Context: an optimization exercise on an open-source flow, tuned for small area, a short achievable clock period and few clock cycles per item. The choices shown serve that exercise and are no tape-out recipe.
In this exercise RTL edits were held to simulation tests only and were not proved equivalent to the original.

## mlp_seq_accel
module mlp_seq_accel (
  input  logic        clk,
  input  logic        reset,
  input  logic        start,
  output logic [9:0]  x_addr,
  input  logic [31:0] x_data,
  output logic [19:0] w_addr,
  input  logic [31:0] w_data,
  output logic        rd_en,
  output logic        busy,
  output logic        done,
  output logic [3:0]  predicted_digit,
  output logic [31:0] max_score
);
  localparam logic [3:0] S_IDLE = 4'd0, S_B2 = 4'd1, S_B1 = 4'd2, S_W1 = 4'd3,
                         S_W2 = 4'd4, S_FL = 4'd5, S_W2L = 4'd6, S_EVW = 4'd7,
                         S_EV = 4'd8;
  localparam logic [2:0] T_NONE = 3'd0, T_RFIRST = 3'd1, T_RADD = 3'd2,
                         T_CLR = 3'd3, T_ACC = 3'd4, T_FLUSH = 3'd5, T_EVAL = 3'd6;
  logic [3:0]  st_q, st_n;
  logic [3:0]  k_q, k_n;
  logic [6:0]  h_q, h_n;
  logic [6:0]  g_n;    
  logic [16:0] wp_q, wp_n;
  logic [3:0]  po_q, po_n;
  logic [3:0]  hs_q;
  logic        busy_q, done_q, go_q;
  logic [9:0]  xa_q, xa_n;
  logic [19:0] wa_q, wa_n;
  logic        rd_q, rd_n;
  logic [2:0]  tag0_q, tag0_n, tag1_q, tag2_q;
  logic        f_radd_q, f_acc_q, f_accen_q, f_ringwr_q, f_act_q, f_eval_q;
  logic        accept;
  logic [12:0] w2row;
  assign accept = start && !busy_q && !done_q;
  assign po_n   = (po_q == 4'd9) ? 4'd0 : po_q + 4'd1;
  always_comb begin
    st_n = st_q;
    k_n  = k_q;
    h_n  = h_q;
    wp_n = wp_q;
    case (st_q)
      S_IDLE: if (go_q) begin
        st_n = S_B2; k_n = 4'd0; h_n = 7'd0; wp_n = 17'd0;
      end
      S_B2: begin
        k_n = k_q + 4'd1;
        if (k_q == 4'd9) st_n = S_B1;
      end
      S_B1: begin
        st_n = S_W1;
      end
      S_W1: begin
        wp_n = wp_q + 17'd1;
  ...
clock: 13.0 ns
lec_check: 0
cap_margin: 20
core_margin: 2
core_utilization: 45
slew_margin: 20
standard.sh (not shown) runs the stock make flow with config.mk's settings and CLKGATE_MAP_FILE= SYNTH_SCRIPT=/design/flow/synth_recipe.tcl, a recipe that flattens the netlist after the stock synthesis.
==> flow/flow/run.sh <==
#!/bin/bash
set -uo pipefail
bash standard.sh SETUP_SLACK_MARGIN=9.25 \
  "CTS_ARGS=-sink_clustering_enable -repair_clock_nets -dont_use_dummy_load -sink_clustering_size 24 -sink_clustering_max_diameter 100" \
  finish > flow_make.log 2>&1
Testbench counts at the start, summed over its fixed seeds: cycles 814,328, items 8.
Rerun with:
==> flow/flow/run.sh (replaced) <==
#!/bin/bash
set -uo pipefail
bash standard.sh SETUP_SLACK_MARGIN=9.0 TNS_END_PERCENT=5 \
  "CTS_ARGS=-sink_clustering_enable -repair_clock_nets -dont_use_dummy_load -sink_clustering_size 24 -sink_clustering_max_diameter 100" \
  finish > flow_make.log 2>&1
Design area goes down by a few percent.
Sequential share of layout area goes up by 1.1 points.
Clock-buffer cell count stays the same.
Synthesized cell count is unchanged.
First-iteration DRC count goes up by roughly a tenth.
Wire length goes down by a few percent.
Non-clock buffer count goes down by 95.
Rerun with:
==> flow/flow/run.sh (replaced) <==
#!/bin/bash
set -uo pipefail
bash standard.sh SETUP_SLACK_MARGIN=9.0 \
  "CTS_ARGS=-sink_clustering_enable -repair_clock_nets -dont_use_dummy_load -sink_clustering_size 24 -sink_clustering_max_diameter 100" \
  finish > flow_make.log 2>&1
The new run produced a clean layout.
Wire length came out higher slightly.
Core utilization grows by 0.24 points.
Worst hold slack stays flat.
Synthesized area does not change.

Setup of build 20:
mlp_seq_accel, a different RTL version from the one above (not shown whole).
Size in the first run: about 1,300 flip-flops.
clock: 13.0 ns
lec_check: 0
cap_margin: 20
core_margin: 2
core_utilization: 45
slew_margin: 20
==> flow/flow/run.sh <==
#!/bin/bash
set -uo pipefail
bash standard.sh SETUP_SLACK_MARGIN=9.3 \
  "CTS_ARGS=-sink_clustering_enable -repair_clock_nets -dont_use_dummy_load -sink_clustering_size 24 -sink_clustering_max_diameter 100" \
  finish > flow_make.log 2>&1
Testbench counts of build 20, summed over its fixed seeds: cycles 814,328, items 8.
For build 27, these inputs were changed with respect to build 20:
==> flow/flow/run.sh <==
#!/bin/bash
set -uo pipefail
bash standard.sh SETUP_SLACK_MARGIN=9.3 TNS_END_PERCENT=5 \
  "CTS_ARGS=-sink_clustering_enable -repair_clock_nets -dont_use_dummy_load -sink_clustering_size 24 -sink_clustering_max_diameter 100" \
  finish > flow_make.log 2>&1
==> results.txt <==
Build 27 ran to completion and came out clean on the timing, design-rule and antenna checks. | wire length of the first global-routing pass | build 27 vs build 20 | better |. Build 27: slew of the pin with the lowest slew margin is 54 ps higher than what build 20 reported.
Changes in build 74 relative to build 27:
==> flow/flow/run.sh <==
#!/bin/bash
set -uo pipefail
bash standard.sh SETUP_SLACK_MARGIN=9.0 TNS_END_PERCENT=5 \
  "CTS_ARGS=-sink_clustering_enable -repair_clock_nets -dont_use_dummy_load -sink_clustering_size 24 -sink_clustering_max_diameter 100" \
  finish > flow_make.log 2>&1
--- a/flow/config.mk
+++ b/flow/config.mk
@@ -9,3 +9,3 @@
 export CORE_MARGIN = 2
-export CORE_UTILIZATION = 45
+export CORE_UTILIZATION = 55
 export SLEW_MARGIN = 20
- Build 74 against build 27; via count of the routed design is down slightly.
- Relative to build 27, total non-filler cell area in the finished layout has decreased by 0.0014 mm^2 in build 74.
- No stage failed in build 74, and the final checks on the layout all came back clean.
- Flip-flop and latch share of the layout cell area delta for build 74 relative to build 27: 0.89 points higher
- Initial antenna violation count: build 74 < build 27
- In the reports for build 27 and build 74, the larger core utilization belongs to build 74.
- Taking build 27 as the reference, in build 74 count of instances resized after the clock tree is built now smaller; effective utilization at floorplan rose 10 points; sequential standard cell area stayed essentially flat; portion of the layout cell area used by clock cells saw little to no change; amount of wire on met3 after detailed routing shrank by about 11%.
Here is what was changed in the inputs of build 39 compared with build 74.
==> flow/flow/run.sh <==
#!/bin/bash
set -uo pipefail
bash standard.sh SETUP_SLACK_MARGIN=9.0 \
  "CTS_ARGS=-sink_clustering_enable -repair_clock_nets -dont_use_dummy_load -sink_clustering_size 24 -sink_clustering_max_diameter 100" \
  finish > flow_make.log 2>&1
--- a/flow/config.mk
+++ b/flow/config.mk
@@ -9,3 +9,3 @@
 export CORE_MARGIN = 2
-export CORE_UTILIZATION = 55
+export CORE_UTILIZATION = 45
 export SLEW_MARGIN = 20
--- outcome ---
- Against build 74, build 39 comes in 0.95% higher on summed area of non-filler cells in the final layout.
- Start point of the critical path: score_q[6] -> build 39, score_q[3] -> build 74

static timing again, ports no longer ideal:
How much do the figures lean on ideal ports? The routed layouts below were timed once more, with nothing changed but the port constraints. Step 1: set_driving_cell puts a clkbuf_16 on clk and a buf_2 on each other input, an assumption about the parent block. Step 2, shift: input delay + t, output delay - t, t = (earliest + latest rising clock arrival at the registers) / 2. This alone moves slack from input paths to output paths. a / b / c = no drivers / after step 1 / after step 2; a / b = the first two.
run | t, ns | setup WS [ns] | worst slew at a driven data input, ns
the first run of note 1 | 0.736 | 8.998 / 8.998 / 8.998 | 0.08
the second run of note 1 | 0.774 | 8.793 / 8.711 / 8.899 | 0.09
the third run of note 1 | 0.775 | 9.012 / 8.966 / 9.012 | 0.09
build 20 | 0.729 | 9.132 / 9.052 / 8.859 | 0.06
build 27 | 0.722 | 9.073 / 8.996 / 8.933 | 0.06
build 74 | 0.720 | 8.824 / 8.748 / 8.858 | 0.05
build 39 | 0.738 | 9.057 / 8.974 / 8.907 | 0.06
After both steps setup and hold are still met in every run listed. The setup slack of build 20, which loses most, moves by -0.080 ns with the drivers and by -0.273 ns with both steps. The worst setup slack also covers recovery checks on asynchronous resets.
